Source: an optimization exercise on an open RTL-to-GDS flow (aim: small area and a short achievable clock period). Production flows keep margins and buffers that such runs may drop.
No activity file was given, so power comes from the tool's default toggle rates.

## latency_histogram_counters_top
module latency_histogram_counters_top (
  input  logic                  clk_i,
  input  logic                  rst_ni,
  input  logic                  cfg_we_i,
  input  logic [lhc_pkg::CFG_IDX_W-1:0]  cfg_index_i,
  input  logic [lhc_pkg::CFG_DATA_W-1:0] cfg_wdata_i,
  input  logic                  in_valid_i,
  output logic                  in_stall_o,
  input  logic [lhc_pkg::IN_BEAT_W-1:0]  in_beat_i,
  output logic                  out_valid_o,
  input  logic                  out_stall_i,
  output logic [lhc_pkg::OUT_BEAT_W-1:0] out_beat_o
);
Size in the first run: about 1900 cells after synthesis, roughly 480 flip-flops, about 23000 um^2 of cells after synthesis.
==> module lhc_dp, before the edit <==
module lhc_dp (
  input  logic                  clk_i,
  input  logic                  rst_ni,
  input  logic                  cfg_we_i,
  input  logic [lhc_pkg::CFG_IDX_W-1:0]  cfg_index_i,
  input  logic [lhc_pkg::CFG_DATA_W-1:0] cfg_wdata_i,
  input  logic                  accept_i,
  input  logic [2:0]            command_i,
  input  logic [lhc_pkg::DUR_W-1:0] duration_i,
  input  logic                  load_i,
  input  logic [lhc_pkg::IDX_W-1:0] load_idx_i,
  output logic [lhc_pkg::CNT_W-1:0] out_value_o
);
  localparam int unsigned DUR_W = lhc_pkg::DUR_W;
  localparam int unsigned CNT_W = lhc_pkg::CNT_W;
  localparam int unsigned NLIM  = lhc_pkg::LIMIT_REGS;
  localparam int unsigned TLO_W = CNT_W / 2;
  localparam int unsigned SEG_W = 10;
  localparam int unsigned NSLOW = 11;
  function automatic logic [CNT_W-1:0] cnt_inc(input logic [CNT_W-1:0] q, input logic en);
    logic [CNT_W-1:0] ones;
    ones[0] = 1'b1;
    for (int i = 1; i < CNT_W; i++) ones[i] = ones[i-1] & q[i-1];
    cnt_inc = q ^ ({CNT_W{en}} & ones);
  endfunction
  function automatic logic [SEG_W:0] seg_inc(input logic [SEG_W-1:0] q, input logic cin, input int w);
    logic t;
    seg_inc = '0;
    t = cin;
    for (int i = 0; i < SEG_W; i++) begin
      if (i < w) begin
        seg_inc[i] = q[i] ^ t;
        t = t & q[i];
      end
    end
    seg_inc[SEG_W] = t;
  endfunction
  logic             rec_a, tmo_a, usr_a, ovf_a, cwe_a;
  logic [DUR_W-1:0] dur_a, cdat_a;
  logic [2:0]       cidx_a;
  always_ff @(posedge clk_i or negedge rst_ni) begin
    if (!rst_ni) begin
      rec_a <= 1'b0;
      tmo_a <= 1'b0;
      usr_a <= 1'b0;
      ovf_a <= 1'b0;
      cwe_a <= 1'b0;
    end else begin
      rec_a <= accept_i & (command_i == lhc_pkg::CMD_RECORD);
      tmo_a <= accept_i & (command_i == lhc_pkg::CMD_TIMEOUT);
      usr_a <= accept_i & (command_i == lhc_pkg::CMD_USER);
      ovf_a <= accept_i & (command_i == lhc_pkg::CMD_OVERFLOW);
      cwe_a <= cfg_we_i & (cfg_index_i != 3'd7);
    end
  end
  always_ff @(posedge clk_i) begin
    dur_a  <= duration_i;
    cidx_a <= cfg_index_i;
    cdat_a <= cfg_wdata_i;
  end
  logic [DUR_W-1:0] limit_q [NLIM];
  always_ff @(posedge clk_i or negedge rst_ni) begin
    if (!rst_ni) begin
      for (int i = 0; i < NLIM; i++) begin
        limit_q[i] <= lhc_pkg::LIMIT_RESET[i*DUR_W +: DUR_W];
      end
    end else if (cwe_a) begin
      limit_q[cidx_a] <= cdat_a;
    end
  end
  logic [7:0] hit, hit_b;
  always_comb begin
    logic none;
    none = rec_a;
    for (int i = 0; i < NLIM; i++) begin
      hit[i] = none & (dur_a <= limit_q[i]);
      none   = none & ~(dur_a <= limit_q[i]);
    end
    hit[7] = none;
  end
  always_ff @(posedge clk_i or negedge rst_ni) begin
    if (!rst_ni) hit_b <= '0;
    else         hit_b <= hit;
  end
  logic [CNT_W-1:0] sample_q, timeout_q, user_q, ovfc_q;
  logic [NSLOW-1:0] slow_en;
  logic [CNT_W-1:0] slow_q [NSLOW];
  logic             slow_cy_q [NSLOW];
  logic [TLO_W-1:0] tot_lo_q;
  logic [CNT_W-TLO_W-1:0] tot_hi_q;
  logic             tot_cy_q;
  logic [TLO_W:0]   tot_lo_sum;
  logic [DUR_W-1:0] peak_q;
  logic [CNT_W-1:0] bin_q [8];
  assign tot_lo_sum = {1'b0, tot_lo_q} + (rec_a ? (TLO_W+1)'(dur_a[TLO_W-1:0]) : '0);
  always_ff @(posedge clk_i or negedge rst_ni) begin
    if (!rst_ni) begin
      sample_q  <= '0;
      tot_lo_q  <= '0;
      tot_hi_q  <= '0;
      tot_cy_q  <= 1'b0;
      peak_q    <= '0;
      for (int k = 0; k < NSLOW; k++) begin
        slow_q[k]    <= '0;
        slow_cy_q[k] <= 1'b0;
      end
    end else begin
      sample_q  <= cnt_inc(sample_q, rec_a);
      for (int k = 0; k < NSLOW; k++) begin
        logic [SEG_W:0] s0, s1;
        s0 = seg_inc(slow_q[k][9:0], slow_en[k], 10);
        s1 = seg_inc(slow_q[k][19:10], slow_cy_q[k], 10);
        slow_q[k]    <= {s1[9:0], s0[9:0]};
        slow_cy_q[k] <= s0[SEG_W];
      end
      {tot_cy_q, tot_lo_q} <= tot_lo_sum;
      tot_hi_q <= tot_hi_q + (rec_a ? (CNT_W-TLO_W)'(dur_a[DUR_W-1:TLO_W]) : '0)
                           + (CNT_W-TLO_W)'(tot_cy_q);
      if (rec_a && (dur_a > peak_q)) peak_q <= dur_a;
    end
  end
  assign slow_en = {ovf_a, usr_a, tmo_a, hit_b};
  always_comb begin
    for (int i = 0; i < 8; i++) bin_q[i] = slow_q[i];
    timeout_q = slow_q[8];
    user_q    = slow_q[9];
    ovfc_q    = slow_q[10];
  end
  logic [CNT_W-1:0] snap_val;
  always_comb begin
    case (load_idx_i)
      4'd0:    snap_val = sample_q;
      4'd1:    snap_val = {tot_hi_q, tot_lo_q};
      4'd2:    snap_val = CNT_W'(peak_q);
      4'd3:    snap_val = bin_q[0];
      4'd4:    snap_val = bin_q[1];
      4'd5:    snap_val = bin_q[2];
      4'd6:    snap_val = bin_q[3];
      4'd7:    snap_val = bin_q[4];
      4'd8:    snap_val = bin_q[5];
      4'd9:    snap_val = bin_q[6];
      4'd10:   snap_val = bin_q[7];
      4'd11:   snap_val = timeout_q;
      4'd12:   snap_val = user_q;
      default: snap_val = ovfc_q;
    endcase
  end
  always_ff @(posedge clk_i or negedge rst_ni) begin
    if (!rst_ni)     out_value_o <= '0;
    else if (load_i) out_value_o <= snap_val;
  end
endmodule
clock: 6.0 ns
lec_check: 0
cap_margin: 20
core_margin: 2
core_utilization: 40
cts_buf_list: sky130_fd_sc_hd__clkbuf_16
cts_cluster_diameter: 80
cts_cluster_size: 30
setup_slack_margin: 3.6
slew_margin: 20
standard.sh (not shown) runs the stock make flow with config.mk's settings and CLKGATE_MAP_FILE= SYNTH_SCRIPT=/design/flow/synth_recipe.tcl, a recipe that flattens the netlist after the stock synthesis.
==> flow/flow/run.sh <==
#!/bin/bash
# Own flow: the standard layout (standard synthesis included), except that
# the input and output ports are buffered with buf_2 cells instead of the
# delay-buffer cells port buffering otherwise picks. Each step's full output
# goes to a log file of its own in this folder.
set -euo pipefail
W=$PWD
bash standard.sh synth > "$W/synth.log" 2>&1
bash standard.sh "BUFFER_PORTS_ARGS=-buffer_cell sky130_fd_sc_hd__buf_2" finish > "$W/layout.log" 2>&1
The starting point passed the timing, design-rule and antenna checks.
Rerun with:
--- a/flow/design.v
+++ b/flow/design.v
@@ -85,5 +85,5 @@
   localparam int unsigned NLIM  = lhc_pkg::LIMIT_REGS;
   localparam int unsigned TLO_W = CNT_W / 2;
-  localparam int unsigned SEG_W = 10;
+  localparam int unsigned SEG_W = 7;
   localparam int unsigned NSLOW = 11;
   function automatic logic [CNT_W-1:0] cnt_inc(input logic [CNT_W-1:0] q, input logic en);
@@ -123,17 +123,29 @@
     end
   end
+  always_ff @(posedge clk_i or negedge rst_ni) begin
+    if (!rst_ni) dur_a <= '0;
+    else         dur_a <= (accept_i && (command_i == lhc_pkg::CMD_RECORD)) ? duration_i : '0;
+  end
   always_ff @(posedge clk_i) begin
-    dur_a  <= duration_i;
     cidx_a <= cfg_index_i;
     cdat_a <= cfg_wdata_i;
   end
-  logic [DUR_W-1:0] limit_q [NLIM];
-  always_ff @(posedge clk_i or negedge rst_ni) begin
-    if (!rst_ni) begin
-      for (int i = 0; i < NLIM; i++) begin
-        limit_q[i] <= lhc_pkg::LIMIT_RESET[i*DUR_W +: DUR_W];
-      end
+  logic [DUR_W-1:0] lim_q [NLIM];
+  logic [NLIM-1:0]  dflt_q;
+  always_ff @(posedge clk_i or negedge rst_ni) begin
+    if (!rst_ni) begin
+      dflt_q <= '1;
     end else if (cwe_a) begin
-      limit_q[cidx_a] <= cdat_a;
+      dflt_q[cidx_a] <= 1'b0;
+    end
+  end
+  always_ff @(posedge clk_i) begin
+    if (cwe_a) lim_q[cidx_a] <= cdat_a;
+  end
+  logic [NLIM-1:0] le;
+  always_comb begin
+    for (int i = 0; i < NLIM; i++) begin
+      le[i] = dflt_q[i] ? (dur_a <= lhc_pkg::LIMIT_RESET[i*DUR_W +: DUR_W])
+                        : (dur_a <= lim_q[i]);
     end
   end
@@ -143,6 +155,6 @@
     none = rec_a;
     for (int i = 0; i < NLIM; i++) begin
-      hit[i] = none & (dur_a <= limit_q[i]);
-      none   = none & ~(dur_a <= limit_q[i]);
+      hit[i] = none & le[i];
+      none   = none & ~le[i];
     end
     hit[7] = none;
@@ -155,5 +167,5 @@
   logic [NSLOW-1:0] slow_en;
   logic [CNT_W-1:0] slow_q [NSLOW];
-  logic             slow_cy_q [NSLOW];
+  logic [1:0]       slow_cy_q [NSLOW];
   logic [TLO_W-1:0] tot_lo_q;
   logic [CNT_W-TLO_W-1:0] tot_hi_q;
@@ -162,5 +174,5 @@
   logic [DUR_W-1:0] peak_q;
   logic [CNT_W-1:0] bin_q [8];
-  assign tot_lo_sum = {1'b0, tot_lo_q} + (rec_a ? (TLO_W+1)'(dur_a[TLO_W-1:0]) : '0);
+  assign tot_lo_sum = {1'b0, tot_lo_q} + (TLO_W+1)'(dur_a[TLO_W-1:0]);
   always_ff @(posedge clk_i or negedge rst_ni) begin
     if (!rst_ni) begin
@@ -172,19 +184,20 @@
       for (int k = 0; k < NSLOW; k++) begin
         slow_q[k]    <= '0;
-        slow_cy_q[k] <= 1'b0;
+        slow_cy_q[k] <= '0;
       end
     end else begin
-      sample_q  <= cnt_inc(sample_q, rec_a);
+      sample_q  <= cnt_inc(sample_q, accept_i & (command_i == lhc_pkg::CMD_RECORD));
       for (int k = 0; k < NSLOW; k++) begin
-        logic [SEG_W:0] s0, s1;
-        s0 = seg_inc(slow_q[k][9:0], slow_en[k], 10);
-        s1 = seg_inc(slow_q[k][19:10], slow_cy_q[k], 10);
-        slow_q[k]    <= {s1[9:0], s0[9:0]};
-        slow_cy_q[k] <= s0[SEG_W];
+        logic [SEG_W:0] s0, s1, s2;
+        s0 = seg_inc(slow_q[k][6:0], slow_en[k], 7);
+        s1 = seg_inc(slow_q[k][13:7], slow_cy_q[k][0], 7);
+        s2 = seg_inc({1'b0, slow_q[k][19:14]}, slow_cy_q[k][1], 6);
+        slow_q[k]    <= {s2[5:0], s1[6:0], s0[6:0]};
+        slow_cy_q[k] <= {s1[SEG_W], s0[SEG_W]};
       end
       {tot_cy_q, tot_lo_q} <= tot_lo_sum;
-      tot_hi_q <= tot_hi_q + (rec_a ? (CNT_W-TLO_W)'(dur_a[DUR_W-1:TLO_W]) : '0)
+      tot_hi_q <= tot_hi_q + (CNT_W-TLO_W)'(dur_a[DUR_W-1:TLO_W])
                            + (CNT_W-TLO_W)'(tot_cy_q);
-      if (rec_a && (dur_a > peak_q)) peak_q <= dur_a;
+      if (dur_a > peak_q) peak_q <= dur_a;
     end
   end
Setup slack got worse by 0.20 ns.
Wire length is about the same.
Cell count is lower slightly.
Sequential share of layout area is higher by 4.0 points.
Sequential cell count is higher by 18.
First-iteration DRC count is higher by a few percent.
Cell area hardly moves.
Synthesized cell count is lower by a few percent.
Non-clock buffer count is higher by 63.
Total power is higher by a little under a tenth.
Worst hold slack got worse by 0.0035 ns.
Register-to-register slack got worse by 0.20 ns.
Function was not checked in any run of this note: the RTL went through the layout flow alone.

-- afterwards: timing with drivers on the ports --
No port has a modelled driver above. Below, the same layouts with a new extraction and two added sets of constraints. Step 1 (the two cells are an assumption about what drives the block):
set clk [get_ports {clk_i}]
set_driving_cell -lib_cell sky130_fd_sc_hd__clkbuf_16 $clk
set_driving_cell -lib_cell sky130_fd_sc_hd__buf_2 [delete_from_list [all_inputs] $clk]
Step 2 times the ports against the registers' clock, not the clock port: input delays grow and output delays shrink by t, the midpoint of the rising clock arrivals with the driver on. Slacks: no drivers / after step 1 / after step 2; pairs: no drivers / after step 1.
| run | shift t [ns] | slack for setup (ns) | latest minus earliest clock arrival (ns) | worst register clock-pin slew, ns |
|---|---|---|---|---|
| the first run | 0.662 | 3.588 / 3.549 / 3.227 | 0.028 / 0.028 | 0.11 / 0.11 |
| the second run | 0.659 | 3.389 / 3.389 / 3.076 | 0.022 / 0.021 | 0.10 / 0.10 |
After both steps setup and hold are still met in every run listed. For the first run, which loses most, drivers alone change the setup slack by -0.039 ns; drivers and shift together by -0.361 ns.
